What follows belongs to an exercise in optimizing a design on an open flow for small area, a short achievable clock period and few clock cycles per item; a production flow would make more cautious choices. RTL that was checked went through simulation tests only; none was proved equivalent to the original. Only the layout flow was run in runs 3 to 6; the RTL was not checked for function there.

## flow/config.mk

```make
export PLATFORM = sky130hd
export DESIGN_NAME = decimal_palindrome_check_unit
export DESIGN_NICKNAME = decimal_palindrome_check_unit
export VERILOG_FILES = /design/flow/design.v
export SDC_FILE = /design/flow/constraint.sdc
export NUM_CORES = 4
export LEC_CHECK = 0
export ABC_AREA = 1
export CAP_MARGIN = 20
export CORE_MARGIN = 2
export CORE_UTILIZATION = 40
export SLEW_MARGIN = 20
```

## flow/design.v

```verilog
`default_nettype none
package dpc_pkg;
	localparam int DEF_VALUE_BITS = 32;
	function automatic logic [39:0] bcd_mask(input int s);
		case (s)
			0: bcd_mask = 40'h0000000000;
			1: bcd_mask = 40'h0000000001;
			2: bcd_mask = 40'h0000000003;
			3: bcd_mask = 40'h0000000007;
			4: bcd_mask = 40'h000000001f;
			5: bcd_mask = 40'h000000003f;
			6: bcd_mask = 40'h000000007f;
			7: bcd_mask = 40'h00000001ff;
			8: bcd_mask = 40'h00000003ff;
			9: bcd_mask = 40'h00000007ff;
			10: bcd_mask = 40'h0000001fff;
			11: bcd_mask = 40'h0000003fff;
			12: bcd_mask = 40'h0000007fff;
			13: bcd_mask = 40'h000000ffff;
			14: bcd_mask = 40'h000001ffff;
			15: bcd_mask = 40'h000003ffff;
			16: bcd_mask = 40'h000007ffff;
			17: bcd_mask = 40'h00001fffff;
			18: bcd_mask = 40'h00003fffff;
			19: bcd_mask = 40'h00007fffff;
			20: bcd_mask = 40'h0001ffffff;
			21: bcd_mask = 40'h0003ffffff;
			22: bcd_mask = 40'h0007ffffff;
			23: bcd_mask = 40'h000fffffff;
			24: bcd_mask = 40'h001fffffff;
			25: bcd_mask = 40'h003fffffff;
			26: bcd_mask = 40'h007fffffff;
			27: bcd_mask = 40'h01ffffffff;
			28: bcd_mask = 40'h03ffffffff;
			29: bcd_mask = 40'h07ffffffff;
			30: bcd_mask = 40'h1fffffffff;
			31: bcd_mask = 40'h3fffffffff;
			default: bcd_mask = 40'hffffffffff;
		endcase
	endfunction
	function automatic logic [3:0] dd_adjust(input logic [3:0] d);
		dd_adjust[3] = d[3] | (d[2] & d[1]) | (d[2] & d[0]);
		dd_adjust[2] = (d[2] & !d[1] & !d[0]) | (d[3] & d[0]);
		dd_adjust[1] = (d[1] & (!d[2] | d[0])) | (d[3] & !d[0]);
		dd_adjust[0] = (!d[3] & !d[2] & d[0]) | (d[2] & d[1] & !d[0]) | (d[3] & !d[0]);
	endfunction
endpackage
`default_nettype wire
`default_nettype none
module dpc_dd_stage
#(
	parameter int S0 = 0,
	parameter int NB = 8
) (
	input  wire logic [39:0]   in_bcd,
	input  wire logic [NB-1:0] in_bits,
	output logic      [39:0]   out_bcd
);
	logic [39:0] b;
	always_comb begin
		b = in_bcd & dpc_pkg::bcd_mask(S0);
		for (int s = 0; s < NB; s++) begin
			for (int k = 0; k < 10; k++) begin
				b[k*4 +: 4] = dpc_pkg::dd_adjust(b[k*4 +: 4]);
			end
			b = {b[38:0], in_bits[NB-1-s]} & dpc_pkg::bcd_mask(S0 + s + 1);
		end
		out_bcd = b;
	end
endmodule
`default_nettype wire
`default_nettype none
module dpc_sym_check (
	input  wire logic [39:0] in_bcd,
	output logic             out_pal
);
	logic [9:0]  nz;
	logic [9:0]  hi_zero;
	logic [4:0]  peq [11];
	logic [10:0] eq;
	logic [9:0]  term;
	always_comb begin
		for (int i = 0; i < 10; i++) begin
			nz[i] = |in_bcd[i*4 +: 4];
		end
		for (int l = 0; l < 10; l++) begin
			hi_zero[l] = ((nz >> (l + 1)) == 10'd0);
		end
		for (int l = 0; l <= 10; l++) begin
			peq[l] = 5'h1f;
			for (int i = 0; i < l / 2; i++) begin
				peq[l][i] = (in_bcd[i*4 +: 4] == in_bcd[(l-1-i)*4 +: 4]);
			end
			eq[l] = &peq[l];
		end
		term[0] = hi_zero[0];
		for (int l = 2; l <= 10; l++) begin
			term[l-1] = nz[l-1] & hi_zero[l-1] & eq[l];
		end
		out_pal = |term;
	end
endmodule
`default_nettype wire
`default_nettype none
module decimal_palindrome_check_unit
#(
	parameter int VALUE_BITS = dpc_pkg::DEF_VALUE_BITS
) (
	input  wire logic                         clk,
	input  wire logic                         arst_n,
	input  wire logic                         in_valid,
	output logic                              in_ready,
	input  wire logic signed [VALUE_BITS-1:0] in_value,
	input  wire logic                         in_is_last,
	output logic                              out_valid,
	input  wire logic                         out_ready,
	output logic signed [VALUE_BITS-1:0]      out_value_echo,
	output logic                              out_is_palindrome,
	output logic                              out_last_out
);
	logic        adv;
	logic        valid_q1;
	logic        last_q1;
	logic [31:0] value_q1;
	logic [39:0] bcd_q1;
	logic [39:0] bcd_nx1;
	logic        valid_q2;
	logic        last_q2;
	logic [31:0] value_q2;
	logic [39:0] bcd_q2;
	logic [39:0] bcd_nx2;
	logic        valid_q3;
	logic        last_q3;
	logic [31:0] value_q3;
	logic [39:0] bcd_q3;
	logic [39:0] bcd_nx3;
	logic        valid_q4;
	logic        last_q4;
	logic [31:0] value_q4;
	logic [39:0] bcd_q4;
	logic [39:0] bcd_nx4;
	logic        valid_q5;
	logic        last_q5;
	logic [31:0] value_q5;
	logic        pal_q5;
	logic [39:0] bcd_fin;
	logic [39:0] bcd_mag;
	logic        pal;
	logic        pal_nx;
	logic        neg_end9;
	logic [3:0]  d0;
	logic [3:0]  d0_inc;
	assign adv      = !valid_q5 || out_ready;
	assign in_ready = adv;
	dpc_dd_stage #(.S0(0), .NB(6)) u_dd0 (
		.in_bcd  (40'd0),
		.in_bits (in_value[30:25] ^ {6{in_value[31]}}),
		.out_bcd (bcd_nx1)
	);
	dpc_dd_stage #(.S0(6), .NB(8)) u_dd1 (
		.in_bcd  (bcd_q1),
		.in_bits (value_q1[24:17] ^ {8{value_q1[31]}}),
		.out_bcd (bcd_nx2)
	);
	dpc_dd_stage #(.S0(14), .NB(8)) u_dd2 (
		.in_bcd  (bcd_q2),
		.in_bits (value_q2[16:9] ^ {8{value_q2[31]}}),
		.out_bcd (bcd_nx3)
	);
	dpc_dd_stage #(.S0(22), .NB(8)) u_dd3 (
		.in_bcd  (bcd_q3),
		.in_bits (value_q3[8:1] ^ {8{value_q3[31]}}),
		.out_bcd (bcd_nx4)
	);
	dpc_dd_stage #(.S0(30), .NB(1)) u_dd4 (
		.in_bcd  (bcd_q4),
		.in_bits (value_q4[0:0] ^ {1{value_q4[31]}}),
		.out_bcd (bcd_fin)
	);
	assign d0     = bcd_fin[3:0];
	assign d0_inc = {d0[3] | (d0[2] & d0[1] & d0[0]), d0[2] ^ (d0[1] & d0[0]), d0[1] ^ d0[0], !d0[0]};
	assign bcd_mag = {bcd_fin[39:4], value_q4[31] ? d0_inc : d0};
	assign neg_end9 = value_q4[31] && bcd_fin[3] && bcd_fin[0];
	dpc_sym_check u_sym (
		.in_bcd  (bcd_mag),
		.out_pal (pal)
	);
	assign pal_nx = pal && !neg_end9;
	always_ff @(posedge clk or negedge arst_n) begin
		if (!arst_n) begin
			valid_q1 <= 1'b0;
			valid_q2 <= 1'b0;
			valid_q3 <= 1'b0;
			valid_q4 <= 1'b0;
			valid_q5 <= 1'b0;
		end else if (adv) begin
			valid_q1 <= in_valid;
			valid_q2 <= valid_q1;
			valid_q3 <= valid_q2;
			valid_q4 <= valid_q3;
			valid_q5 <= valid_q4;
		end
	end
	always_ff @(posedge clk) begin
		if (adv && in_valid) begin
			last_q1  <= in_is_last;
			value_q1 <= in_value;
			bcd_q1   <= bcd_nx1;
		end
		if (adv && valid_q1) begin
			last_q2  <= last_q1;
			value_q2 <= value_q1;
			bcd_q2   <= bcd_nx2;
		end
		if (adv && valid_q2) begin
			last_q3  <= last_q2;
			value_q3 <= value_q2;
			bcd_q3   <= bcd_nx3;
		end
		if (adv && valid_q3) begin
			last_q4  <= last_q3;
			value_q4 <= value_q3;
			bcd_q4   <= bcd_nx4;
		end
		if (adv && valid_q4) begin
			last_q5  <= last_q4;
			value_q5 <= value_q4;
			pal_q5   <= pal_nx;
		end
	end
	assign out_valid         = valid_q5;
	assign out_last_out      = last_q5;
	assign out_value_echo    = value_q5;
	assign out_is_palindrome = pal_q5;
endmodule
`default_nettype wire
```

## flow/constraint.sdc

```tcl
create_clock -name core_clock -period 6.5 [get_ports {clk}]
set_input_delay 1.3000 -clock core_clock [delete_from_list [all_inputs] [get_ports {clk}]]
set_output_delay 1.3000 -clock core_clock [all_outputs]
set_load 0.01 [all_outputs]
```

## flow/run.sh

```bash
#!/bin/bash
# synth_recipe.tcl (not shown) runs the flow's synth.tcl, then flattens the netlist and writes it again
# the make line also repeats each setting of config.mk as NAME=value (left out here)
make -C /OpenROAD-flow-scripts/flow DESIGN_CONFIG=/design/flow/config.mk WORK_HOME=/design/flow/orfs CLKGATE_MAP_FILE= SYNTH_SCRIPT=/design/flow/synth_recipe.tcl finish
```

==> results of run 1 <==
-- cells by family (layout without fill, tap and decap cells) --
| group | after synthesis | after routing | synth area share (%) |
|---|---|---|---|
| adders and majority gates | 1 | 1 | 0.06076 |
| and+or+nand+nor | 1998 | 1998 | 45.18 |
| buffers and inverters | 340 | 467 | 6.308 |
| AOI/OAI and AO/OA | 223 | 223 | 6.016 |
| DFF | 259 | 259 | 37.65 |
| xor gates and xnor gates | 110 | 110 | 4.789 |
-- critical path, cell delays in order --
cell and delay, ns:
clkdlybuf4s50_1 0.39, nor2_1 0.61, inv_1 0.28, clkdlybuf4s50_1 0.55
-- synth_stat cells (10+ instances only) --
cell type / instances / area (µm²)
xnor2_1: 20 / 175.2
o21ai_0: 41 / 205.2
nand3_1: 449 / 2247
inv_1: 271 / 1017
nor2_2: 75 / 469.2
nand3_2: 34 / 340.3
xor2_1: 87 / 762.0
nor4_1: 25 / 156.4
nand2_1: 951 / 3570
edfxtp_1: 254 / 7627
nand4_1: 21 / 131.4
nor2_4: 30 / 337.8
o22ai_1: 12 / 75.07
inv_2: 62 / 232.7
nand2_2: 140 / 875.8
nor2_1: 240 / 900.9
a21oi_1: 65 / 325.3
nor3_1: 10 / 50.05
o21ai_1: 68 / 340.3
-- metal layers --
metal	global-route usage [%]	wire, µm
met1	17.94	17890
met4	3.851	865
met5	0	0
met3	1.655	1024
met2	31.62	22090
-- per-stage QoR --
step / hold WS (ns)
floorplan: 0.4003
global placement: 0.4008
detailed placement: 0.4045
CTS: 0.4146
global route: 0.4198
finish: 0.4150
-- sequential cells by signal (all words and copies together), names as in the netlist --
register  count
bcd_q2       17
value_q5     32
valid_q5      1
last_q5       1
valid_q4      1
value_q3     32
last_q1       1
last_q4       1
bcd_q4       37
valid_q3      1
valid_q1      1
value_q4     32
value_q1     32
valid_q2      1
last_q3       1
bcd_q3       27
bcd_q1        7
last_q2       1
value_q2     32
pal_q5        1
-- worst paths after layout --
path | start | to | slack [ns]
worst max register to register | value_q1[31] | bcd_q2[12] | 3.17
worst max-delay path | out_ready | in_ready | 2.07
worst min-delay path | value_q3[21] | value_q4[21] | 0.42
min in group asynchronous | arst_n | valid_q5 | 0.96
max in group asynchronous | arst_n | valid_q3 | 5.35
worst min register to register | value_q3[21] | value_q4[21] | 0.42
-- cell type report --
type                            instances  area (µm²)  share of cell area (%)
Clock inverter                         18       202.7                  0.8738
Multi-Input combinational cell       2332       11570                   49.90
Timing Repair Buffer                   81       808.3                   3.484
Inverter                              334        1254                   5.405
Tap cell                              680       850.8                   3.668
Clock buffer                           34       754.5                   3.252
Sequential cell                       259        7752                   33.42
==> summary.txt, run 1 <==
Reg clk slew, reported paths 0.06 ns; first-pass GRT wire length 74040 µm; Synth Area per Inst 7.025 µm²; most used cells in the layout excluding fill and tap cells nand2_1 (951), nand3_1 (449), inv_1 (271); maximum level of the CTS H-tree 1; antenna violations before repair 0; Hold/Removal Path Class flop to flop; total CTS buffers 29; CTS tree yes; largest buffer count on any clock path 3; DRT Wirelength 41870 µm; # fillers 5025; clock latency reported for the late side of the worst-skew pair 0.57 ns; Critical Path Sink Type primary output; post-route setup slack 2.069 ns; fraction of layout cells with a size suffix above 1 14.00%; number of top-level pins 73; Total Routing Usage GR 15.93%; maximum fanout along the worst path 7; Hold Path Depth 0; Seq/Total Area, Yosys 37.65%; number of warnings reported in the yosys synthesis log 8; Inserted Diodes 0; most common cell after layout, fill and taps aside nand2_1; unique cell type count in the Yosys netlist 47; Area after DPL 0.02221 mm²; maximum clock rate 225.7 MHz; slew at the pin closest to its max-slew limit 1.061 ns; class of the most critical setup path input port to primary output; CTS root buf clkbuf_16; Sum Neg Setup Slack 0 ns; number of remaining DRC errors 0; post-detailed-route via-to-cell ratio 4.916; overall die area 0.05331 mm²; detail-routed net length per standard cell 11.20 µm; number of standard-cell rows in the floorplan 83; area grow syn2layout 12.66%; CP startpoint kind input port; Initial Utilization 40.30%; count of vias placed by the detailed router 18380; worst-case reg-to-reg path depth 16; TritonCTS Sinks 259; number of setup buffers added after CTS 0; Final Skew 0.01410 ns; required arrival time at the worst endpoint 5.20 ns; Die Wd 230.9 µm; core utilization of the finished layout 45.40%; antenna violation net count after detailed routing 0; relative slew slack 28.76%; Gate Count Post-Synth 2931; Resized cells post-CTS 0; net count of the mapped netlist 2969; Die Y-Extent 230.9 µm; number of global-route vias before repair 17360; Post-synth ARST share 1.931%; instance count after placement with tap cells included 3685; Setup WS pre-CTS 2.072 ns; grt total ovfl 0; number of buffers inserted by port buffering 72; prevailing post-synth register cell edfxtp_1; EDFF count, synth 254; post-detailed-placement half-perimeter wirelength 32770 µm; #FFs+latches synth 259; placeable core area 0.05109 mm²; final critical delay including setup and external delays 4.431 ns; unrepaired setup endpoints after global routing false; Finished Cell Area 0.02320 mm²; final estimated routing congestion in global placement 0.8417; number of pins exceeding their max-slew limit in the final report 0; maximum number of pins on one net before global-route repair 62; cell area after synthesis 0.02059 mm²; endpoints failing setup 0; number of DRC violations after detailed-routing iteration 0 744; result of the run no timing/DRC/antenna violations; number of nets in the final layout 3075; # Max-Cap Violations 0; number of failing hold endpoints at the final stage 0; non-filler cells in the finished layout 3738; hold buffer count at CTS 0; critical path data arrival time 3.13 ns; 1st-pass router iterations 5; part of the cycle the worst path needs 68.16%
Testbench counts, summed over its fixed seeds: cycles 12,040, items 12,000.
==> run 2, diff against run 1 <==
--- a/flow/config.mk
+++ b/flow/config.mk
@@ -11,2 +11,3 @@
 export CORE_UTILIZATION = 40
+export SETUP_SLACK_MARGIN = 3.0
 export SLEW_MARGIN = 20
==> run 2 against run 1 <==
Still clean on timing, DRC and antenna. Utilization increased by 0.24 points. Highest routed layer unchanged. Die area did not move. Fmax grew 31%.
==> summary.txt, run 2 <==
result of the run no timing/DRC/antenna violations (unchanged); CTS root buf clkbuf_16 (unchanged); 1st-pass router iterations 5 (unchanged); required arrival time at the worst endpoint 5.20 ns (about the same); number of pins exceeding their max-slew limit in the final report 0 (unchanged); Finished Cell Area 0.02332 mm² (was 0.02320 mm²); endpoints failing setup 0 (unchanged); reg2reg start bcd_q1[0] (was value_q1[31]); Hold Path Sink value_q5[16] (was value_q4[21]); largest area contributor in the netlist edfxtp_1 (unchanged); final estimated routing congestion in global placement 0.8589 (was 0.8417); antenna violation net count after detailed routing 0 (unchanged); register name with the most flops bcd_q4 (unchanged); Seq/Total Area, Yosys 37.65% (unchanged); most used routing layer met2 (unchanged); unique cell type count in the Yosys netlist 47 (unchanged); met3 track demand over resource in global routing 1.717% (was 1.655%); top cells by count, synth nand2_1 (951), nand3_1 (449), inv_1 (271) (unchanged); count of vias placed by the detailed router 18380 (about the same); post-detailed-route via-to-cell ratio 4.902 (was 4.916); maximum clock rate 295.2 MHz (was 225.7 MHz); final critical delay including setup and external delays 3.387 ns (was 4.431 ns); Hold/Removal Path Class flop to flop (unchanged); cell area after synthesis 0.02059 mm² (unchanged); net count of the mapped netlist 2969 (unchanged); worst-case reg-to-reg path depth 20 (was 16); Inserted Diodes 0 (unchanged); Hold Path Depth 0 (unchanged); Critical Path Sink Type primary output (unchanged); most used cells in the layout excluding fill and tap cells nand2_1 (951), nand3_1 (448), inv_1 (270) (was nand2_1 (951), nand3_1 (449), inv_1 (271)); number of top-level pins 73 (unchanged); antenna violations before repair 0 (unchanged); number of nets in the final layout 3085 (was 3075); number of failing hold endpoints at the final stage 0 (unchanged); detail-routed net length per standard cell 11.29 µm (was 11.20 µm); total CTS buffers 28 (was 29); Initial Utilization 40.30% (unchanged); # Max-Cap Violations 0 (unchanged); most repeated cell in the gate-level netlist after synthesis nand2_1 (unchanged); number of flip-flops in the largest register 37 (unchanged); proportion of netlist area held by the largest area contributor 37.04% (unchanged); number of warnings reported in the yosys synthesis log 8 (unchanged); placeable core area 0.05109 mm² (unchanged); non-filler cells in the finished layout 3749 (was 3738); maximum number of pins on one net before global-route repair 72 (was 62); synth top area cells edfxtp_1 (37%), nand2_1 (17%), nand3_1 (11%) (unchanged); Post-synth ARST share 1.931% (unchanged); hold wc startpoint value_q4[16] (was value_q3[21]); Total Routing Usage GR 16.10% (was 15.93%); Final Skew 0.02419 ns (was 0.01410 ns); part of the cycle the worst path needs 52.11% (was 68.16%); most common cell after layout, fill and taps aside nand2_1 (unchanged); relative slew slack 23.82% (was 28.76%); Gate Count Post-Synth 2931 (unchanged); GRT met1 Usage 17.85% (was 17.94%); EDFF count, synth 254 (unchanged); prevailing post-synth register cell edfxtp_1 (unchanged); end of the worst register-to-register path bcd_q2[10] (was bcd_q2[12]); #FFs+latches synth 259 (unchanged); hold buffer count at CTS 0 (unchanged); Reg clk slew, reported paths 0.06 ns (about the same); Synth Area per Inst 7.025 µm² (unchanged); instance count after placement with tap cells included 3685 (unchanged); met2 capacity usage during global routing 32.14% (was 31.62%); CTS tree yes (unchanged); Die Wd 230.9 µm (unchanged); number of global-route vias before repair 17710 (was 17360); critical path data arrival time 2.09 ns (was 3.13 ns); number of buffers inserted by port buffering 72 (unchanged); number of remaining DRC errors 0 (unchanged); Sum Neg Setup Slack 0 ns (unchanged); Die Y-Extent 230.9 µm (unchanged); slew at the pin closest to its max-slew limit 1.143 ns (was 1.061 ns); overall die area 0.05331 mm² (unchanged); clock latency reported for the late side of the worst-skew pair 0.57 ns (about the same); area grow syn2layout 13.26% (was 12.66%); largest buffer count on any clock path 3 (unchanged); maximum level of the CTS H-tree 1 (unchanged); unrepaired setup endpoints after global routing true (was false); CP startpoint kind input port (unchanged); DRT Wirelength 42320 µm (was 41870 µm); post-detailed-placement half-perimeter wirelength 32990 µm (was 32770 µm); first-pass GRT wire length 74840 µm (was 74040 µm); # fillers 5064 (was 5025); fraction of layout cells with a size suffix above 1 14.63% (was 14.00%); TritonCTS Sinks 259 (unchanged); number of DRC violations after detailed-routing iteration 0 749 (was 744); class of the most critical setup path input port to primary output (unchanged); reg2reg setup slack 3.29 ns (was 3.17 ns); grt total ovfl 0 (unchanged); maximum fanout along the worst path 7 (unchanged); number of standard-cell rows in the floorplan 83 (unchanged); Area after DPL 0.02221 mm² (unchanged)
==> run 2: layer usage <==
metal / vias to the layer above / share of wire [%] / routed length (µm)
met1: 8238 / 43 / 18240
li1: 9894 / - / -
met3: 60 / 2.3 / 993
met2: 184 / 52 / 22210
met5: - / 0 / 0
met4: 0 / 2.1 / 876
==> run 2: worst max-delay path by stage <==
stage | from | endpoint | slack (ns) | cells after the start
final | out_ready | in_ready | 3.11 | 4
after detailed placement | out_ready | in_ready | 2.11 | 4
after global placement | out_ready | in_ready | 2.11 | 4
after global routing | bcd_q1[0] | bcd_q2[12] | 2.94 | 24
after CTS | out_ready | in_ready | 3.01 | 4
after floorplan | out_ready | bcd_q4[0] | 2.85 | 2
==> run 2: cells by family (layout without fill, tap and decap cells) <==
kind of cell | count (synthesis) | after routing | synth area share [%]
and+or+nand+nor | 1998 | 1998 | 45.18
xor gates and xnor gates | 110 | 110 | 4.789
adders and majority gates | 1 | 1 | 0.06076
AOI/OAI and AO/OA | 223 | 223 | 6.016
DFF | 259 | 259 | 37.65
buffers and inverters | 340 | 478 | 6.308
==> run 2: through the flow <==
step,setup WS [ns],utilization (%),hold WS [ns]
2_1_floorplan,2.850,-,0.4003
3_3_place_gp,2.113,43.46,0.4004
3_5_place_dp,2.111,43.46,0.4045
4_1_cts,3.012,45.40,0.4172
5_1_grt,2.940,45.64,0.4141
6_report,3.113,45.64,0.4124
==> run 2: cell type report <==
class / instances / area [µm²] / area share, %
clock buffers: 31 / 711.9 / 3.053
well taps: 680 / 850.8 / 3.648
inverters: 334 / 1254 / 5.376
multi-input cells: 2332 / 11600 / 49.74
flip-flops and latches: 259 / 7752 / 33.24
repair buffers: 92 / 885.9 / 3.799
clock inverters: 21 / 265.3 / 1.137
==> run 2: worst max-delay path, stage by stage <==
cell	delay, ns
clkdlybuf4s50_1	0.50
nor2_4	0.05
inv_2	0.09
clkbuf_2	0.14
==> run 2: timing repair <==
action                     4_1_cts  5_1_grt
pin swaps                        1        0
setup endpoints to repair        1       51
resized for setup                5        8
setup buffers                    1       10
==> run 3, diff against run 2 <==
--- a/flow/design.v
+++ b/flow/design.v
@@ -41,6 +41,9 @@
 	function automatic logic [3:0] dd_adjust(input logic [3:0] d);
-		dd_adjust[3] = d[3] | (d[2] & d[1]) | (d[2] & d[0]);
-		dd_adjust[2] = (d[2] & !d[1] & !d[0]) | (d[3] & d[0]);
-		dd_adjust[1] = (d[1] & (!d[2] | d[0])) | (d[3] & !d[0]);
-		dd_adjust[0] = (!d[3] & !d[2] & d[0]) | (d[2] & d[1] & !d[0]) | (d[3] & !d[0]);
+		if (d[3]) begin
+			dd_adjust = d[0] ? 4'd12 : 4'd11;
+		end else if (d[2:0] >= 3'd5) begin
+			dd_adjust = d + 4'd3;
+		end else begin
+			dd_adjust = d;
+		end
 	endfunction
==> run 3 against run 2 <==
Still clean on timing, DRC and antenna. First-iteration DRC count up 44%. Via count up 36%. Sequential share of layout area down 13 points. Fmax down 40%. Setup slack worse by 2.3 ns. Critical path depth up 48. Synthesized area up 21%. Non-clock buffer count up 618. Largest cell class unchanged.
==> summary.txt, run 3 <==
Sum Neg Setup Slack 0 ns (unchanged); #FFs+latches synth 259 (unchanged); Hold Path Depth 0 (unchanged); hold wc startpoint value_q4[3] (was value_q4[16]); cell area after synthesis 0.02501 mm² (was 0.02059 mm²); maximum clock rate 176.5 MHz (was 295.2 MHz); antenna violations before repair 0 (unchanged); Die Y-Extent 254.0 µm (was 230.9 µm); grt total ovfl 0 (unchanged); synth top area cells edfxtp_1 (31%), nand2_1 (14%), ha_1 (12%) (was edfxtp_1 (37%), nand2_1 (17%), nand3_1 (11%)); CTS tree yes (unchanged); total CTS buffers 35 (was 28); DRT Wirelength 66840 µm (was 42320 µm); TritonCTS Sinks 259 (unchanged); Total Routing Usage GR 19.32% (was 16.10%); net count of the mapped netlist 3738 (was 2969); largest area contributor in the netlist edfxtp_1 (unchanged); Hold/Removal Path Class flop to flop (unchanged); number of top-level pins 73 (unchanged); worst hold slack across all endpoints 0.4135 ns (was 0.4124 ns); most used cells in the layout excluding fill and tap cells nand2_1 (594), buf_4 (544), inv_1 (404) (was nand2_1 (951), nand3_1 (448), inv_1 (270)); result of the run no timing/DRC/antenna violations (unchanged); most repeated cell in the gate-level netlist after synthesis nand2_1 (unchanged); Final Skew 0.02598 ns (was 0.02419 ns); post-detailed-placement half-perimeter wirelength 38700 µm (was 32990 µm); number of remaining DRC errors 0 (unchanged); core utilization of the finished layout 61.31% (was 45.64%); reg2reg setup slack 0.83 ns (was 3.29 ns); Initial Utilization 40.52% (was 40.30%); worst-case reg-to-reg path depth 52 (was 20); Max stage delay cell, worst path edfxtp_1 (was clkdlybuf4s50_1); overall die area 0.06453 mm² (was 0.05331 mm²); number of nets in the final layout 4475 (was 3085); Inserted Diodes 0 (unchanged); class of the most critical setup path flop to flop (was input port to primary output); reg2reg start bcd_q1[0] (unchanged); number of global-route vias before repair 23920 (was 17710); final estimated routing congestion in global placement 0.8845 (was 0.8589); post-detailed-route via-to-cell ratio 4.928 (was 4.902); # Max-Cap Violations 0 (unchanged); Synth Area per Inst 7.217 µm² (was 7.025 µm²); endpoints failing setup 0 (unchanged); required arrival time at the worst endpoint 6.83 ns (was 5.20 ns); Gate Count Post-Synth 3465 (was 2931); Reg clk slew, reported paths 0.06 ns (about the same); unique cell type count in the Yosys netlist 68 (was 47); register name with the most flops bcd_q4 (unchanged); Post-synth ARST share 1.931% (unchanged); number of failing hold endpoints at the final stage 0 (unchanged); number of standard-cell rows in the floorplan 91 (was 83); Critical Path Sink Type flop (was primary output); CP startpoint kind flop (was input port); placeable core area 0.06171 mm² (was 0.05109 mm²); maximum fanout along the worst path 6 (was 7); slowest cell delay on critical path 0.49 ns (was 0.50 ns); prevailing post-synth register cell edfxtp_1 (unchanged); proportion of netlist area held by the largest area contributor 30.50% (was 37.04%); EDFF count, synth 254 (unchanged); part of the cycle the worst path needs 87.17% (was 52.11%); largest buffer count on any clock path 3 (unchanged); final critical delay including setup and external delays 5.666 ns (was 3.387 ns); detail-routed net length per standard cell 13.19 µm (was 11.29 µm); Die Wd 254.0 µm (was 230.9 µm); Hold Path Sink value_q5[3] (was value_q5[16]); first-pass GRT wire length 106200 µm (was 74840 µm); most common cell after layout, fill and taps aside nand2_1 (unchanged); Seq/Total Area, Yosys 31.00% (was 37.65%); top cells by count, synth nand2_1 (931), inv_1 (549), nand3_1 (342) (was nand2_1 (951), nand3_1 (449), inv_1 (271)); antenna violation net count after detailed routing 0 (unchanged); clock latency reported for the late side of the worst-skew pair 0.57 ns (about the same); number of warnings reported in the yosys synthesis log 8 (unchanged); 1st-pass router iterations 6 (was 5); critical path data arrival time 5.99 ns (was 2.09 ns); end of the worst register-to-register path bcd_q2[2] (was bcd_q2[10]); unrepaired setup endpoints after global routing true (unchanged); slew at the pin closest to its max-slew limit 0.9589 ns (was 1.143 ns); CTS root buf clkbuf_16 (unchanged); relative slew slack 36.07% (was 23.82%); number of DRC violations after detailed-routing iteration 0 1075 (was 749); maximum level of the CTS H-tree 2 (was 1); number of buffers inserted by port buffering 72 (unchanged); number of pins exceeding their max-slew limit in the final report 0 (unchanged); Critical Path Most Common Cell nand2_2; count of vias placed by the detailed router 24970 (was 18380); maximum number of pins on one net before global-route repair 64 (was 72); number of flip-flops in the largest register 37 (unchanged); area grow syn2layout 51.30% (was 13.26%); fraction of layout cells with a size suffix above 1 45.38% (was 14.63%)
[run 3: cell count changes after synthesis, sizes merged, moves of 19 or more]
cell,change
inv,+308
xnor2,+19
nand2,-60
nand3b,+41
nor2,-127
ha,+235
a21oi,+101
o21ai,+66
xor2,-47
nand3,-125
nand4,+38
[run 3: layout make-up]
class,count,area (µm²)
fillers,5052,23880
multi-input cells,2553,19510
clock buffers,39,890.9
well taps,837,1047
inverters,643,2480
flip-flops and latches,259,7752
clock inverters,25,291.5
repair buffers,710,5867
[run 3: logic make-up (layout without fill, tap and decap cells)]
group / count (synthesis) / in the layout / synth area share (%)
compound gates: 452 / 452 / 12.04
xor+xnor: 82 / 82 / 2.992
fa+ha+maj: 236 / 236 / 11.81
buf+inv: 653 / 1417 / 9.852
flops: 259 / 259 / 31.00
simple gates: 1783 / 1783 / 32.31
[run 3: worst max-delay path by stage]
| stage | end | depth (start not counted) | startpoint | slack, ns |
|---|---|---|---|---|
| after floorplan | bcd_q4[14] | 53 | bcd_q3[12] | 1.18 |
| after detailed placement | bcd_q2[2] | 52 | value_q1[31] | 0.65 |
| final | bcd_q2[2] | 52 | bcd_q1[0] | 0.83 |
| after global placement | bcd_q2[2] | 52 | value_q1[31] | 0.81 |
| after global routing | bcd_q4[21] | 47 | bcd_q3[21] | 0.45 |
| after CTS | bcd_q4[14] | 53 | bcd_q3[12] | 1.13 |
[run 3: metal layers]
metal  vias to the layer above  GRT usage (%)  routed length [µm]
met2                       347          35.82               34340
met5                         -              0                   0
met3                       140          2.264                1968
met1                     11600          23.10               28570
met4                         0          6.151                1963
li1                      12880              -                   -
[run 3: critical path: cells and delay by family (launching register included)]
kind	cells	cell delay (ns)
DFF	1	0.49
buffers and inverters	10	0.45
adders and majority gates	7	1.11
and+or+nand+nor	35	3.35
[run 3: metrics by stage]
step	cells	worst slack [ns]	area, µm²
5_1_grt	5066	0.4538	37830
6_report	5066	0.8342	37830
4_1_cts	4929	1.133	35120
2_1_floorplan	3465	1.184	26510
3_3_place_gp	4374	0.8057	28300
3_5_place_dp	4374	0.6495	28300
[run 3: timing repair]
item,in CTS,in global routing
buffers inserted,491,137
pin swaps,397,350
hold buffers,0,0
endpoints found under the setup margin,84,82
gates resized for setup,508,418
==> run 4, diff against run 3 <==
--- a/flow/design.v
+++ b/flow/design.v
@@ -41,9 +41,6 @@
 	function automatic logic [3:0] dd_adjust(input logic [3:0] d);
-		if (d[3]) begin
-			dd_adjust = d[0] ? 4'd12 : 4'd11;
-		end else if (d[2:0] >= 3'd5) begin
-			dd_adjust = d + 4'd3;
-		end else begin
-			dd_adjust = d;
-		end
+		dd_adjust[3] = d[3] | (d[2] & (d[1] | d[0]));
+		dd_adjust[2] = d[3] ? d[0] : (d[2] & !d[1] & !d[0]);
+		dd_adjust[1] = d[3] ? !d[0] : (d[2] ? (d[1] & d[0]) : d[1]);
+		dd_adjust[0] = d[3] ? !d[0] : (d[2] ? (d[1] & !d[0]) : d[0]);
 	endfunction
@@ -198,8 +195,10 @@
 			valid_q5 <= 1'b0;
-		end else if (adv) begin
-			valid_q1 <= in_valid;
-			valid_q2 <= valid_q1;
-			valid_q3 <= valid_q2;
-			valid_q4 <= valid_q3;
-			valid_q5 <= valid_q4;
+		end else begin
+			if (adv) begin
+				valid_q1 <= in_valid;
+				valid_q2 <= valid_q1;
+				valid_q3 <= valid_q2;
+				valid_q4 <= valid_q3;
+				valid_q5 <= valid_q4;
+			end
 		end
--- a/flow/config.mk
+++ b/flow/config.mk
@@ -10,3 +10,3 @@
 export CORE_MARGIN = 2
-export CORE_UTILIZATION = 40
+export CORE_UTILIZATION = 60
 export SETUP_SLACK_MARGIN = 3.0
==> run 4 against run 3 <==
Clock skew is 0.023 ns higher. Register-to-register slack better by 2.3 ns. Fmax is 65% higher. Synthesized cell count is 21% lower. Still clean on timing, DRC and antenna. Die area is 48% lower. Cell count is 35% lower. Global-route usage is 5.1 points higher. Via count is 30% lower.
==> summary.txt, run 4 <==
hold buffer count at CTS 0 (unchanged); Final Skew 0.04896 ns (was 0.02598 ns); prevailing post-synth register cell edfxtp_1 (unchanged); post-detailed-route via-to-cell ratio 5.305 (was 4.928); # fillers 2562 (was 5052); class of the most critical setup path input port to primary output (was flop to flop); largest area contributor in the netlist edfxtp_1 (unchanged); number of pins exceeding their max-slew limit in the final report 0 (unchanged); number of nets in the final layout 2908 (was 4475); part of the cycle the worst path needs 52.77% (was 87.17%); unrepaired setup endpoints after global routing true (unchanged); CP startpoint kind input port (was flop); Compound-Gate Fraction of Synth Area 11.52% (was 12.04%); number of DRC violations after detailed-routing iteration 0 956 (was 1075); worst-case reg-to-reg path depth 23 (was 52); most used cells in the layout excluding fill and tap cells nand2_1 (880), inv_1 (364), nor2_1 (255) (was nand2_1 (594), buf_4 (544), inv_1 (404)); Hold Path Depth 0 (unchanged); result of the run no timing/DRC/antenna violations (unchanged); Inserted Diodes 0 (unchanged); relative slew slack 23.01% (was 36.07%); DRT Wirelength 41970 µm (was 66840 µm); number of warnings reported in the yosys synthesis log 8 (unchanged); final estimated routing congestion in global placement 0.9156 (was 0.8845); synthesized-area fraction occupied by and/or/nand/nor cells 34.82% (was 32.31%); cell chain of the critical path clkdlybuf4s50_1 -> nor2_4 -> inv_2 -> clkbuf_2; top cells by count, synth nand2_1 (937), inv_1 (371), nor2_1 (290) (was nand2_1 (931), inv_1 (549), nand3_1 (342)); antenna violation net count after detailed routing 0 (unchanged); final critical delay including setup and external delays 3.430 ns (was 5.666 ns); Max stage delay cell, worst path clkdlybuf4s50_1 (was edfxtp_1); Seq/Total Area, Yosys 40.61% (was 31.00%); antenna violations before repair 0 (unchanged); proportion of netlist area held by the largest area contributor 39.96% (was 30.50%); Post-synth ARST share 1.931% (unchanged); reg2reg setup slack 3.17 ns (was 0.83 ns); fraction of layout cells with a size suffix above 1 15.46% (was 45.38%); Setup WS pre-CTS 2.102 ns (was 0.6495 ns); Sum Neg Setup Slack 0 ns (unchanged); CTS tree yes (unchanged); Die Y-Extent 182.4 µm (was 254.0 µm); maximum level of the CTS H-tree 1 (was 2); maximum clock rate 291.5 MHz (was 176.5 MHz); synth top area cells edfxtp_1 (40%), nand2_1 (18%), inv_1 (7.3%) (was edfxtp_1 (31%), nand2_1 (14%), ha_1 (12%)); most common cell after layout, fill and taps aside nand2_1 (unchanged); 1st-pass router iterations 5 (was 6); Total Routing Usage GR 24.46% (was 19.32%); number of standard-cell rows in the floorplan 65 (was 91); required arrival time at the worst endpoint 5.20 ns (was 6.83 ns); register name with the most flops bcd_q4 (unchanged); multiplexer share of the synthesized area 0% (unchanged); CTS root buf clkbuf_16 (unchanged); first-pass GRT wire length 68900 µm (was 106200 µm); unique cell type count in the Yosys netlist 57 (was 68); cell area after synthesis 0.01909 mm² (was 0.02501 mm²); number of flip-flops in the largest register 37 (unchanged); clock latency reported for the late side of the worst-skew pair 0.58 ns (was 0.57 ns); slew at the pin closest to its max-slew limit 1.152 ns (was 0.9589 ns); number of failing hold endpoints at the final stage 0 (unchanged); #FFs+latches synth 259 (unchanged); TritonCTS Sinks 259 (unchanged); core utilization of the finished layout 70.22% (was 61.31%); endpoints failing setup 0 (unchanged); number of buffers inserted by port buffering 72 (unchanged); post-detailed-placement half-perimeter wirelength 30940 µm (was 38700 µm); number of top-level pins 73 (unchanged); combinational family with the most area after synthesis simple AND/OR/NAND/NOR gates (unchanged); maximum number of pins on one net before global-route repair 72 (was 64); grt total ovfl 0 (unchanged); Reg clk slew, reported paths 0.06 ns (about the same); number of remaining DRC errors 0 (unchanged); maximum fanout along the worst path 7 (was 6); largest buffer count on any clock path 3 (unchanged); number of global-route vias before repair 16060 (was 23920); post-route setup slack 3.070 ns (was 0.8342 ns); area grow syn2layout 15.78% (was 51.30%); Initial Utilization 60.65% (was 40.52%); Die Wd 182.4 µm (was 254.0 µm); post-synthesis xor/xnor area fraction 3.939% (was 2.992%); Hold/Removal Path Class flop to flop (unchanged); detail-routed net length per standard cell 12.74 µm (was 13.19 µm); slowest cell delay on critical path 0.53 ns (was 0.49 ns); most repeated cell in the gate-level netlist after synthesis nand2_1 (unchanged); # Max-Cap Violations 0 (unchanged); Gate Count Post-Synth 2743 (was 3465); total CTS buffers 28 (was 35); critical path data arrival time 2.13 ns (was 5.99 ns); net count of the mapped netlist 2781 (was 3738); overall die area 0.03326 mm² (was 0.06453 mm²); placeable core area 0.03147 mm² (was 0.06171 mm²); EDFF count, synth 254 (unchanged); Synth Area per Inst 6.959 µm² (was 7.217 µm²); Post-Synth Adder-Cell Area 0.06554% (was 11.81%); Critical Path Sink Type primary output (was flop); count of vias placed by the detailed router 17480 (was 24970)
## run 4: area by class of cell
cell class              count  area, µm²  area share (%)
multi-input cells        2028      10240           46.34
flip-flops and latches    259       7752           35.08
inverters                 448       1684           7.620
repair buffers            105      963.4           4.359
clock buffers              38      788.3           3.567
well taps                 402      503.0           2.276
clock inverters            14      167.7          0.7586
## run 4: per-layer routing
metal,vias up,global-route usage (%),share of wire [%]
li1,9162,-,-
met1,7918,27.55,41
met2,300,47.51,52
met3,96,2.554,3.0
met4,0,8.871,3.2
met5,-,0,0
## run 4: critical path: cells and delay by family
family        cells  cell delay, ns
simple gates      1            0.05
buf+inv           3            0.77
## run 4: path summary, 6_finish.rpt
check	from	endpoint
min in group asynchronous	arst_n	valid_q5
max in group asynchronous	arst_n	valid_q1
hold reg to reg	value_q3[15]	value_q4[15]
hold / removal	value_q3[15]	value_q4[15]
setup / recovery	out_ready	in_ready
setup reg to reg	bcd_q2[3]	bcd_q3[17]
## run 4: cells by family after synthesis
group                      after synthesis
and+or+nand+nor                       1587
buffers and inverters                  456
AOI/OAI and AO/OA                      358
xor gates and xnor gates                82
adders and majority gates                1
DFF                                    259
## run 4: repair_timing
item | 4_1_cts | 5_1_grt
buffers inserted | 1 | 24
gates resized for setup | 5 | 176
endpoints found under the setup margin | 1 | 76
pin swaps | 1 | 40
## run 4: metrics by stage
| stage | hold slack [ns] | std cells | instance area, µm² |
|---|---|---|---|
| 2_1_floorplan | 0.4003 | 2743 | 19100 |
| 3_3_place_gp | 0.4009 | 3217 | 20360 |
| 3_5_place_dp | 0.4045 | 3217 | 20360 |
| 4_1_cts | 0.3844 | 3270 | 21330 |
| 5_1_grt | 0.4065 | 3294 | 22100 |
| 6_report | 0.3856 | 3294 | 22100 |
==> run 5, diff against run 4 <==
--- a/flow/config.mk
+++ b/flow/config.mk
@@ -7,6 +7,6 @@
 export LEC_CHECK = 0
-export ABC_AREA = 1
+export ABC_AREA = 0
 export CAP_MARGIN = 20
 export CORE_MARGIN = 2
-export CORE_UTILIZATION = 60
+export CORE_UTILIZATION = 40
 export SETUP_SLACK_MARGIN = 3.0
==> run 5 against run 4 <==
Still clean on timing, DRC and antenna. Setup slack got worse by 1.1 ns. Synthesized cell count increased by 24%. Critical endpoint is now bcd_q4[28].
==> summary.txt, run 5 <==
post-route setup slack 1.955 ns (was 3.070 ns); cell area after synthesis 0.02730 mm² (was 0.01909 mm²); post-detailed-route via-to-cell ratio 6.202 (was 5.305); number of pins exceeding their max-slew limit in the final report 0 (unchanged); critical path data arrival time 4.87 ns (was 2.13 ns); fraction of layout cells with a size suffix above 1 34.50% (was 15.46%); unrepaired setup endpoints after global routing true (unchanged); total CTS buffers 28 (unchanged); first-pass GRT wire length 134500 µm (was 68900 µm); proportion of netlist area held by the largest area contributor 27.93% (was 39.96%); register name with the most flops bcd_q4 (unchanged); most used cells in the layout excluding fill and tap cells buf_4 (507), nor2_1 (281), nand2_1 (269) (was nand2_1 (880), inv_1 (364), nor2_1 (255)); # fillers 5736 (was 2562); hold buffer count at CTS 0 (unchanged); largest area contributor in the netlist edfxtp_1 (unchanged); non-filler cells in the finished layout 4789 (was 3294); number of standard-cell rows in the floorplan 95 (was 65); TritonCTS Sinks 259 (unchanged); number of flip-flops in the largest register 37 (unchanged); Gate Count Post-Synth 3413 (was 2743); maximum level of the CTS H-tree 1 (unchanged); Total Routing Usage GR 21.99% (was 24.46%); number of nets in the final layout 3933 (was 2908); Inserted Diodes 0 (unchanged); endpoints failing setup 0 (unchanged); Die Y-Extent 265.3 µm (was 182.4 µm); CTS root buf clkbuf_16 (unchanged); placeable core area 0.06740 mm² (was 0.03147 mm²); instance count after placement with tap cells included 4166 (was 3217); overall die area 0.07037 mm² (was 0.03326 mm²); clock latency reported for the late side of the worst-skew pair 0.59 ns (was 0.58 ns); crit path capture bcd_q4[28] (was in_ready); EDFF count, synth 254 (unchanged); worst-case reg-to-reg path depth 16 (was 23); count of vias placed by the detailed router 29700 (was 17480); # Max-Cap Violations 0 (unchanged); Post-synth ARST share 1.931% (unchanged); final critical delay including setup and external delays 4.545 ns (was 3.430 ns); relative slew slack 28.45% (was 23.01%); Initial Utilization 40.51% (was 60.65%); antenna violations before repair 0 (unchanged); Setup WS pre-CTS 1.065 ns (was 2.102 ns); synth top area cells edfxtp_1 (28%), nor2_1 (4.7%), a21oi_1 (4.5%) (was edfxtp_1 (40%), nand2_1 (18%), inv_1 (7.3%)); grt total ovfl 0 (unchanged); Reg clk slew, reported paths 0.07 ns (was 0.06 ns); reg2reg start bcd_q3[8] (was bcd_q2[3]); most common cell after layout, fill and taps aside buf_4 (was nand2_1); Hold/Removal Path Class flop to flop (unchanged); top cells by count, synth nor2_1 (340), nand2_1 (302), edfxtp_1 (254) (was nand2_1 (937), inv_1 (371), nor2_1 (290)); unique cell type count in the Yosys netlist 139 (was 57); Die Wd 265.3 µm (was 182.4 µm); most repeated cell in the gate-level netlist after synthesis nor2_1 (was nand2_1); DRT Wirelength 84900 µm (was 41970 µm); #FFs+latches synth 259 (unchanged); maximum fanout along the worst path 5 (was 7); Sum Neg Setup Slack 0 ns (unchanged); core utilization of the finished layout 56.40% (was 70.22%); Critical Path Sink Type flop (was primary output); largest buffer count on any clock path 3 (unchanged); final estimated routing congestion in global placement 0.8832 (was 0.9156); number of global-route vias before repair 27370 (was 16060); area of the multi-input gates 0.02213 mm² (was 0.01024 mm²); Final Skew 0.02232 ns (was 0.04896 ns); reg2reg setup slack 1.95 ns (was 3.17 ns); area grow syn2layout 39.22% (was 15.78%); post-detailed-placement half-perimeter wirelength 49870 µm (was 30940 µm); number of failing hold endpoints at the final stage 0 (unchanged); Synth Area per Inst 8.000 µm² (was 6.959 µm²); Sequential Area 0.007752 mm² (unchanged); number of warnings reported in the yosys synthesis log 8 (unchanged); number of top-level pins 73 (unchanged); number of remaining DRC errors 0 (unchanged); number of DRC violations after detailed-routing iteration 0 2437 (was 956); detail-routed net length per standard cell 17.73 µm (was 12.74 µm); part of the cycle the worst path needs 69.92% (was 52.77%); result of the run no timing/DRC/antenna violations (unchanged); required arrival time at the worst endpoint 6.82 ns (was 5.20 ns); 1st-pass router iterations 6 (was 5); slew at the pin closest to its max-slew limit 1.073 ns (was 1.152 ns); Seq/Total Area, Yosys 28.39% (was 40.61%); beginning of the critical path bcd_q3[8] (was out_ready); number of buffers inserted by port buffering 72 (unchanged); maximum number of pins on one net before global-route repair 46 (was 72); maximum clock rate 220.0 MHz (was 291.5 MHz); antenna violation net count after detailed routing 0 (unchanged); CTS tree yes (unchanged); end of the worst register-to-register path bcd_q4[28] (was bcd_q3[17]); class of the most critical setup path flop to flop (was input port to primary output); net count of the mapped netlist 3451 (was 2781); prevailing post-synth register cell edfxtp_1 (unchanged); CP startpoint kind flop (was input port)
run 5: cell types whose count changed after synthesis, moves of 87 or more:
cell	change
o21ai_0	+152
nand2_1	-635
clkbuf_1	+142
nand2b_1	+87
a21oi_1	+143
inv_1	-314
nor3_1	+120
run 5: cell families after synthesis:
kind of cell / Yosys count / synth area share (%)
and+or+nand+nor: 1343 / 24.58
AOI/OAI and AO/OA: 1238 / 32.77
buffers and inverters: 311 / 5.022
DFF: 259 / 28.39
xor gates and xnor gates: 177 / 5.916
muxes: 74 / 2.901
adders and majority gates: 11 / 0.4124
run 5: how the worst min path moves through the flow:
stage | endpoint | cells after the start | slack (ns) | from
floorplan | last_q2 | 0 | 0.40 | last_q1
global placement | value_q4[10] | 0 | 0.40 | value_q3[10]
detailed placement | value_q2[12] | 0 | 0.40 | value_q1[12]
CTS | value_q5[30] | 0 | 0.42 | value_q4[30]
global route | value_q2[16] | 0 | 0.42 | value_q1[16]
finish | value_q3[30] | 0 | 0.41 | value_q2[30]
run 5: critical path, cell delays in order (launching register included):
cell and delay [ns]:
edfxtp_1 0.48, buf_4 0.18, buf_6 0.11, nor2_2 0.20
a32oi_1 0.19, and2_1 0.22, or3_4 0.41, a32oi_4 0.22
o211ai_1 0.12, buf_4 0.19, a211o_4 0.37, a211o_1 0.34
xor2_2 0.19, a22oi_2 0.11, or3_1 0.39, a32o_1 0.25
a311o_1 0.31
run 5: area by class of cell:
| type | instances | area share (%) |
|---|---|---|
| Clock buffer | 32 | 1.883 |
| Timing Repair Buffer | 689 | 15.47 |
| Clock inverter | 19 | 0.4444 |
| Tap cell | 873 | 2.874 |
| Multi-Input combinational cell | 2852 | 58.21 |
| Sequential cell | 259 | 20.39 |
| Inverter | 65 | 0.7208 |
run 5: timing repair:
| action | CTS | global route |
|---|---|---|
| gates cloned | 10 | 5 |
| hold endpoints to repair | 0 | 0 |
| endpoints found under the setup margin | 80 | 80 |
| gates resized for setup | 479 | 263 |
| pin swaps | 207 | 166 |
| buffers inserted | 438 | 119 |
run 5: through the flow:
stage                     instance area, µm²  hold WS [ns]
after global routing                   38010        0.4231
after CTS                              35870        0.4158
after floorplan                        28540        0.4003
final                                  38010        0.4126
after global placement                 29390        0.4001
after detailed placement               29390        0.4045
run 5: metal layers:
layer | wire length, µm | global-route usage [%] | vias to the layer above | share of wire (%)
met5 | 0 | 0 | - | 0
met4 | 2086 | 5.421 | 0 | 2.5
met3 | 4477 | 1.926 | 207 | 5.3
met2 | 42920 | 39.66 | 1180 | 51
met1 | 35410 | 28.26 | 14140 | 42
li1 | - | - | 14170 | -
==> run 6, diff against run 5 <==
--- a/flow/config.mk
+++ b/flow/config.mk
@@ -7,3 +7,3 @@
 export LEC_CHECK = 0
-export ABC_AREA = 0
+export ABC_AREA = 1
 export CAP_MARGIN = 20
@@ -11,3 +11,3 @@
 export CORE_UTILIZATION = 40
-export SETUP_SLACK_MARGIN = 3.0
+export SETUP_SLACK_MARGIN = 3.3
 export SLEW_MARGIN = 20
==> run 6 against run 5 <==
Synthesized area is 30% lower. Via count is 40% lower. Cell area is 33% lower. Critical endpoint is now bcd_q4[20]. Highest routed layer unchanged. Largest cell class unchanged. Hold slack better by 0.0026 ns.
==> summary.txt, run 6 <==
result of the run no timing/DRC/antenna violations (unchanged); core utilization of the finished layout 53.81% (was 56.40%); fraction of layout cells with a size suffix above 1 34.11% (was 34.50%); required arrival time at the worst endpoint 6.81 ns (was 6.82 ns); number of flip-flops in the largest register 37 (unchanged); slew at the pin closest to its max-slew limit 0.9688 ns (was 1.073 ns); maximum level of the CTS H-tree 1 (unchanged); largest buffer count on any clock path 3 (unchanged); most used cells in the layout excluding fill and tap cells nand2_1 (636), inv_1 (329), nand2_2 (268) (was buf_4 (507), nor2_1 (281), nand2_1 (269)); reg2reg start bcd_q3[11] (was bcd_q3[8]); cell area after synthesis 0.01909 mm² (was 0.02730 mm²); placeable core area 0.04745 mm² (was 0.06740 mm²); unique cell type count in the Yosys netlist 57 (was 139); part of the cycle the worst path needs 50.16% (was 69.92%); final critical delay including setup and external delays 3.261 ns (was 4.545 ns); detail-routed net length per standard cell 12.44 µm (was 17.73 µm); number of remaining DRC errors 0 (unchanged); endpoints failing setup 0 (unchanged); grt total ovfl 0 (unchanged); number of top-level pins 73 (unchanged); area grow syn2layout 33.74% (was 39.22%); final estimated routing congestion in global placement 0.8535 (was 0.8832); category of cells accounting for the largest share of critical-path delay simple AND/OR/NAND/NOR gates (was compound AO/OA/AOI/OAI gates); number of warnings reported in the yosys synthesis log 8 (unchanged); Hold/Removal Path Class flop to flop (unchanged); prevailing post-synth register cell edfxtp_1 (unchanged); class of the most critical setup path flop to flop (unchanged); relative slew slack 35.13% (was 28.45%); hold wc startpoint value_q2[8] (was value_q2[30]); Max stage delay cell, worst path edfxtp_1 (unchanged); Reg clk slew, reported paths 0.07 ns (about the same); number of failing hold endpoints at the final stage 0 (unchanged); number of buffer and inverter instances along the worst setup path 5 (was 3); Gate Count Post-Synth 2743 (was 3413); number of global-route vias before repair 15890 (was 27370); maximum fanout along the worst path 5 (unchanged); number of DRC violations after detailed-routing iteration 0 607 (was 2437); DRT Wirelength 44530 µm (was 84900 µm); CTS root buf clkbuf_16 (unchanged); # fillers 4362 (was 5736); largest area contributor in the netlist edfxtp_1 (unchanged); Final Skew 0.01869 ns (was 0.02232 ns); post-detailed-placement half-perimeter wirelength 30810 µm (was 49870 µm); number of standard-cell rows in the floorplan 80 (was 95); slowest cell delay on critical path 0.48 ns (about the same); Sequential Area 0.007752 mm² (unchanged); 1st-pass router iterations 5 (was 6); critical path data arrival time 3.57 ns (was 4.87 ns); top cells by count, synth nand2_1 (937), inv_1 (371), nor2_1 (290) (was nor2_1 (340), nand2_1 (302), edfxtp_1 (254)); antenna violations before repair 0 (unchanged); antenna violation net count after detailed routing 0 (unchanged); most repeated cell in the gate-level netlist after synthesis nand2_1 (was nor2_1); unrepaired setup endpoints after global routing true (unchanged); end of the worst register-to-register path bcd_q4[20] (was bcd_q4[28]); Synth Area per Inst 6.959 µm² (was 8.000 µm²); maximum clock rate 306.7 MHz (was 220.0 MHz); Initial Utilization 40.23% (was 40.51%); # Max-Cap Violations 0 (unchanged); cell chain of the critical path nor2_2 -> nand2_1 -> nand2_2 -> inv_2 -> nand2_4 -> buf_4 -> nand3_4 -> o21ai_0 -> nand2_1 -> nand3_4 -> nor2_4 -> buf_4 -> nand3_1 -> nand2_2 -> inv_2 -> o211ai_1 -> nor2_1 -> nand2_1 -> nand3_2 -> inv_2 -> o21ai_2 -> nand2_1 (was buf_4 -> buf_6 -> nor2_2 -> a32oi_1 -> and2_1 -> or3_4 -> a32oi_4 -> o211ai_1 -> buf_4 -> a211o_4 -> a211o_1 -> xor2_2 -> a22oi_2 -> or3_1 -> a32o_1 -> a311o_1); post-detailed-route via-to-cell ratio 4.984 (was 6.202); total CTS buffers 28 (unchanged); Total Routing Usage GR 16.09% (was 21.99%); net count of the mapped netlist 2781 (was 3451); maximum number of pins on one net before global-route repair 72 (was 46); synth top area cells edfxtp_1 (40%), nand2_1 (18%), inv_1 (7.3%) (was edfxtp_1 (28%), nor2_1 (4.7%), a21oi_1 (4.5%)); Critical Path Most Common Cell nand2_1 (was buf_4); Die Wd 222.5 µm (was 265.3 µm); number of pins exceeding their max-slew limit in the final report 0 (unchanged); hold buffer count at CTS 0 (unchanged); Post-synth ARST share 1.931% (unchanged); #FFs+latches synth 259 (unchanged); beginning of the critical path bcd_q3[11] (was bcd_q3[8]); area of the multi-input gates 0.01267 mm² (was 0.02213 mm²); overall die area 0.04949 mm² (was 0.07037 mm²); Inserted Diodes 0 (unchanged); most common cell after layout, fill and taps aside nand2_1 (was buf_4); Critical Path Sink Type flop (unchanged); first-pass GRT wire length 68790 µm (was 134500 µm); clock latency reported for the late side of the worst-skew pair 0.56 ns (was 0.59 ns); Hold Path Depth 0 (unchanged); worst-case reg-to-reg path depth 22 (was 16); number of nets in the final layout 2983 (was 3933); CTS tree yes (unchanged); Seq/Total Area, Yosys 40.61% (was 28.39%); reg2reg setup slack 3.24 ns (was 1.95 ns); register name with the most flops bcd_q4 (unchanged); count of vias placed by the detailed router 17840 (was 29700); number of buffers inserted by port buffering 72 (unchanged); worst hold slack across all endpoints 0.4151 ns (was 0.4126 ns); Hold Path Sink value_q3[8] (was value_q3[30]); EDFF count, synth 254 (unchanged); CP startpoint kind flop (unchanged); TritonCTS Sinks 259 (unchanged); Sum Neg Setup Slack 0 ns (unchanged); Die Y-Extent 222.5 µm (was 265.3 µm); proportion of netlist area held by the largest area contributor 39.96% (was 27.93%)
## run 6: timing repair
| item | CTS | global route |
|---|---|---|
| resized for setup | 14 | 875 |
| pin swaps | 4 | 252 |
| buffers inserted | 7 | 91 |
| setup endpoints to repair | 46 | 82 |
## run 6: area by class of cell
type	instances	share of cell area, %
timing repair buffer	180	6.405
clock buffer	33	2.818
clock inverter	16	1.122
sequential	259	30.37
multi-input combinational	2028	49.63
inverter	448	6.645
tap	615	3.014
## run 6: worst max path at each step
stage	endpoint	cells after the start	slack (ns)
detailed placement	in_ready	4	2.10
CTS	in_ready	4	3.29
floorplan	in_ready	2	3.23
finish	bcd_q4[20]	22	3.24
global placement	in_ready	4	2.12
global route	bcd_q4[15]	26	3.00
## run 6: kinds of logic after synthesis
logic type | share of synthesized area [%]
xor gates and xnor gates | 3.939
DFF | 40.61
AOI/OAI and AO/OA | 11.52
and+or+nand+nor | 34.82
adders and majority gates | 0.06553
buffers and inverters | 9.045
## run 6: routing by layer
metal | GRT usage (%) | vias up | routed length (µm)
met3 | 1.878 | 71 | 1072
met4 | 4.135 | 0 | 952
met2 | 31.66 | 198 | 24680
met5 | 0 | - | 0
li1 | - | 9279 | -
met1 | 18.22 | 8288 | 17820
## run 6: through the flow
stage                     instance area (µm²)  instances  setup slack, ns
final                                   25530       3579            3.239
after global routing                    25530       3579            2.998
after CTS                               21710       3486            3.291
after detailed placement                20620       3430            2.105
after global placement                  20620       3430            2.124
after floorplan                         19110       2743            3.232
==> run 7, diff against run 6 <==
--- a/flow/design.v
+++ b/flow/design.v
@@ -195,10 +195,8 @@
 			valid_q5 <= 1'b0;
-		end else begin
-			if (adv) begin
-				valid_q1 <= in_valid;
-				valid_q2 <= valid_q1;
-				valid_q3 <= valid_q2;
-				valid_q4 <= valid_q3;
-				valid_q5 <= valid_q4;
-			end
+		end else if (adv) begin
+			valid_q1 <= in_valid;
+			valid_q2 <= valid_q1;
+			valid_q3 <= valid_q2;
+			valid_q4 <= valid_q3;
+			valid_q5 <= valid_q4;
 		end
--- a/flow/config.mk
+++ b/flow/config.mk
@@ -11,3 +11,3 @@
 export CORE_UTILIZATION = 40
-export SETUP_SLACK_MARGIN = 3.3
+export SETUP_SLACK_MARGIN = 3.0
 export SLEW_MARGIN = 20
==> run 7 against run 6 <==
Still clean on timing, DRC and antenna. Sequential share of layout area increased by 4.2 points. Cell area decreased by 12%. Utilization shrank 6.5 points. Non-clock buffer count shrank 77. Fmax fell by 3.7%. Setup slack got worse by 0.12 ns. Routed wire length decreased by 8.2%. Sequential cell count is the same.
==> summary.txt, run 7 <==
result of the run no timing/DRC/antenna violations (unchanged); non-filler cells in the finished layout 3505 (was 3579); class of the most critical setup path input port to primary output (was flop to flop); combinational family with the most area after synthesis simple AND/OR/NAND/NOR gates (unchanged); number of DRC violations after detailed-routing iteration 0 734 (was 607); Gate Count Post-Synth 2743 (unchanged); required arrival time at the worst endpoint 5.20 ns (was 6.81 ns); detailed-routing wirelength on met1 17330 µm (was 17820 µm); CTS root buf clkbuf_16 (unchanged); part of the cycle the worst path needs 52.08% (was 50.16%); maximum clock rate 295.4 MHz (was 306.7 MHz); Setup WS pre-CTS 2.076 ns (was 2.105 ns); Final Skew 0.01804 ns (was 0.01869 ns); 1st-pass router iterations 5 (unchanged); net count of the mapped netlist 2781 (unchanged); Post-synth ARST share 1.931% (unchanged); core utilization of the finished layout 47.33% (was 53.81%); synthesized-area fraction occupied by and/or/nand/nor cells 34.82% (unchanged); number of nets in the final layout 2906 (was 2983); Sum Neg Setup Slack 0 ns (unchanged); Compound-Gate Fraction of Synth Area 11.52% (unchanged); Reg clk slew, reported paths 0.06 ns (was 0.07 ns); hold buffer count at CTS 0 (unchanged); proportion of netlist area held by the largest area contributor 39.96% (unchanged); synth top area cells edfxtp_1 (40%), nand2_1 (18%), inv_1 (7.3%) (unchanged); Total Routing Usage GR 16.07% (was 16.09%); sum of met3 wire segment lengths after detailed routing 983 µm (was 1072 µm); Post-Synth Adder-Cell Area 0.06554% (unchanged); cell chain of the critical path clkdlybuf4s50_1 -> nor2_4 -> inv_2 -> clkbuf_2 (was nor2_2 -> nand2_1 -> nand2_2 -> inv_2 -> nand2_4 -> buf_4 -> nand3_4 -> o21ai_0 -> nand2_1 -> nand3_4 -> nor2_4 -> buf_4 -> nand3_1 -> nand2_2 -> inv_2 -> o211ai_1 -> nor2_1 -> nand2_1 -> nand3_2 -> inv_2 -> o21ai_2 -> nand2_1); Finished Cell Area 0.02246 mm² (was 0.02553 mm²); critical path data arrival time 2.09 ns (was 3.57 ns); slew at the pin closest to its max-slew limit 1.129 ns (was 0.9688 ns); final critical delay including setup and external delays 3.385 ns (was 3.261 ns); DR WL met2 21390 µm (was 24680 µm); area of the multi-input gates 0.01024 mm² (was 0.01267 mm²); number of global-route vias before repair 15960 (was 15890); Seq/Total Area, Yosys 40.61% (unchanged); overall die area 0.04949 mm² (unchanged); number of remaining DRC errors 0 (unchanged); highest routed metal layer met4 (unchanged); most used cells in the layout excluding fill and tap cells nand2_1 (901), inv_1 (368), nor2_1 (254), edfxtp_1 (254), nand3_1 (197) (was nand2_1 (636), inv_1 (329), nand2_2 (268)); first-pass GRT wire length 68700 µm (was 68790 µm); # Max-Cap Violations 0 (unchanged); total CTS buffers 28 (unchanged); register name with the most flops bcd_q4 (unchanged); maximum number of pins on one net before global-route repair 72 (unchanged); cell area after synthesis 0.01909 mm² (unchanged); antenna violation net count after detailed routing 0 (unchanged); Max stage delay cell, worst path clkdlybuf4s50_1 (was edfxtp_1); Sequential Area 0.007752 mm² (unchanged); Synth Area per Inst 6.959 µm² (unchanged); Inserted Diodes 0 (unchanged); number of buffer and inverter instances along the worst setup path 3 (was 5); instance count after placement with tap cells included 3429 (was 3430); TritonCTS Sinks 259 (unchanged); placeable core area 0.04745 mm² (unchanged); most common cell after layout, fill and taps aside nand2_1 (unchanged); largest area contributor in the netlist edfxtp_1 (unchanged); Hold/Removal Path Class flop to flop (unchanged); final estimated routing congestion in global placement 0.8357 (was 0.8535); post-synthesis xor/xnor area fraction 3.939% (unchanged); unrepaired setup endpoints after global routing true (unchanged); multiplexer share of the synthesized area 0% (unchanged); clock latency reported for the late side of the worst-skew pair 0.57 ns (was 0.56 ns); # fillers 4656 (was 4362); number of warnings reported in the yosys synthesis log 8 (unchanged); worst hold slack across all endpoints 0.4112 ns (was 0.4151 ns); post-detailed-placement half-perimeter wirelength 30960 µm (was 30810 µm); CTS tree yes (unchanged)
==> run 7: cell counts after synthesis <==
Identical to the previous run, type by type.
==> run 7: cell families after synthesis <==
logic type      after synthesis
compound gates              358
xor+xnor                     82
fa+ha+maj                     1
buf+inv                     456
flops                       259
simple gates               1587
==> run 7: worst paths after layout <==
path	end	start	slack (ns)	cells past startpoint
setup / recovery	in_ready	out_ready	3.11	4
hold / removal	value_q4[16]	value_q3[16]	0.41	0
setup reg to reg	bcd_q4[7]	bcd_q3[3]	3.23	24
hold reg to reg	value_q4[16]	value_q3[16]	0.41	0
max in group asynchronous	valid_q2	arst_n	5.34	1
min in group asynchronous	valid_q3	arst_n	0.96	1
==> run 7: repair_timing <==
item	4_1_cts	5_1_grt
pin swaps	1	33
setup buffers	1	22
gates resized for setup	5	161
endpoints found under the setup margin	1	74
==> run 7: layout make-up <==
class	instances	share of cell area, %
Clock buffer	28	3.120
Clock inverter	24	1.515
Inverter	448	7.488
Multi-Input combinational cell	2028	45.62
Sequential cell	259	34.52
Tap cell	615	3.426
Timing Repair Buffer	103	4.312
==> run 7: worst reg2reg max path: stages (launching register included) <==
cell,delay [ns]
edfxtp_1,0.42
nor2_2,0.07
buf_4,0.13
nor2_1,0.20
o21ai_4,0.13
nor2_2,0.13
nand2_1,0.08
nand2_1,0.13
nand2_1,0.12
nand2_1,0.10
nand2_2,0.08
inv_2,0.08
nand2_1,0.09
nor2_1,0.13
nand2_1,0.12
o21ai_4,0.19
nor2_2,0.08
nand2_1,0.07
nand2_2,0.09
nor2_2,0.14
inv_2,0.05
nand3_1,0.10
inv_1,0.07
nand3_1,0.07
o21ai_0,0.11
==> run 7: layer usage <==
metal	vias up	global-route usage (%)
met2	156	31.38
met3	73	1.772
met1	7707	18.23
met5	-	0
li1	9140	-
met4	0	4.698
Testbench counts of run 7, summed over its fixed seeds: cycles 12,040, items 12,000.

## what the ideal ports hide
Ports are ideal in the flow. The routed layouts listed here were re-timed in OpenROAD. Step 1 (the two cells are an assumption about what drives the block):
set clk [get_ports {clk}]
set_driving_cell -lib_cell sky130_fd_sc_hd__clkbuf_16 $clk
set_driving_cell -lib_cell sky130_fd_sc_hd__buf_2 [delete_from_list [all_inputs] $clk]
Step 2 adds t to the input delays and takes it off the output delays; t is the mean of the earliest and latest rising clock arrival at the registers after step 1. Input paths then give back, and output paths get back, about the clock's delay inside the block. a / b / c = ideal ports / drivers / drivers and shift; a / b = the first two.
| run | t, ns | slack for setup (ns) | hold slack, ns | slew at the worst register clock pin (ns) | cell pins on the clock port's net |
|---|---|---|---|---|---|
| run 1 | 0.623 | 2.069 / 2.049 / 2.049 | 0.415 / 0.415 / 0.415 | 0.06 / 0.06 | 1 |
| run 2 | 0.615 | 3.113 / 3.084 / 3.024 | 0.412 / 0.412 / 0.412 | 0.07 / 0.07 | 1 |
| run 3 | 0.617 | 0.834 / 0.834 / 0.834 | 0.413 / 0.413 / 0.413 | 0.07 / 0.07 | 1 |
| run 4 | 0.611 | 3.070 / 3.047 / 2.792 | 0.386 / 0.386 / 0.386 | 0.07 / 0.07 | 1 |
| run 5 | 0.641 | 1.955 / 1.955 / 1.955 | 0.413 / 0.413 / 0.413 | 0.07 / 0.07 | 1 |
| run 6 | 0.607 | 3.239 / 3.239 / 3.182 | 0.415 / 0.415 / 0.415 | 0.07 / 0.07 | 1 |
| run 7 | 0.612 | 3.115 / 3.091 / 2.845 | 0.411 / 0.411 / 0.411 | 0.07 / 0.07 | 1 |
After both steps setup and hold are still met in every run listed. The setup slack of run 4, which loses most, moves by -0.023 ns with the drivers and by -0.278 ns with both steps.
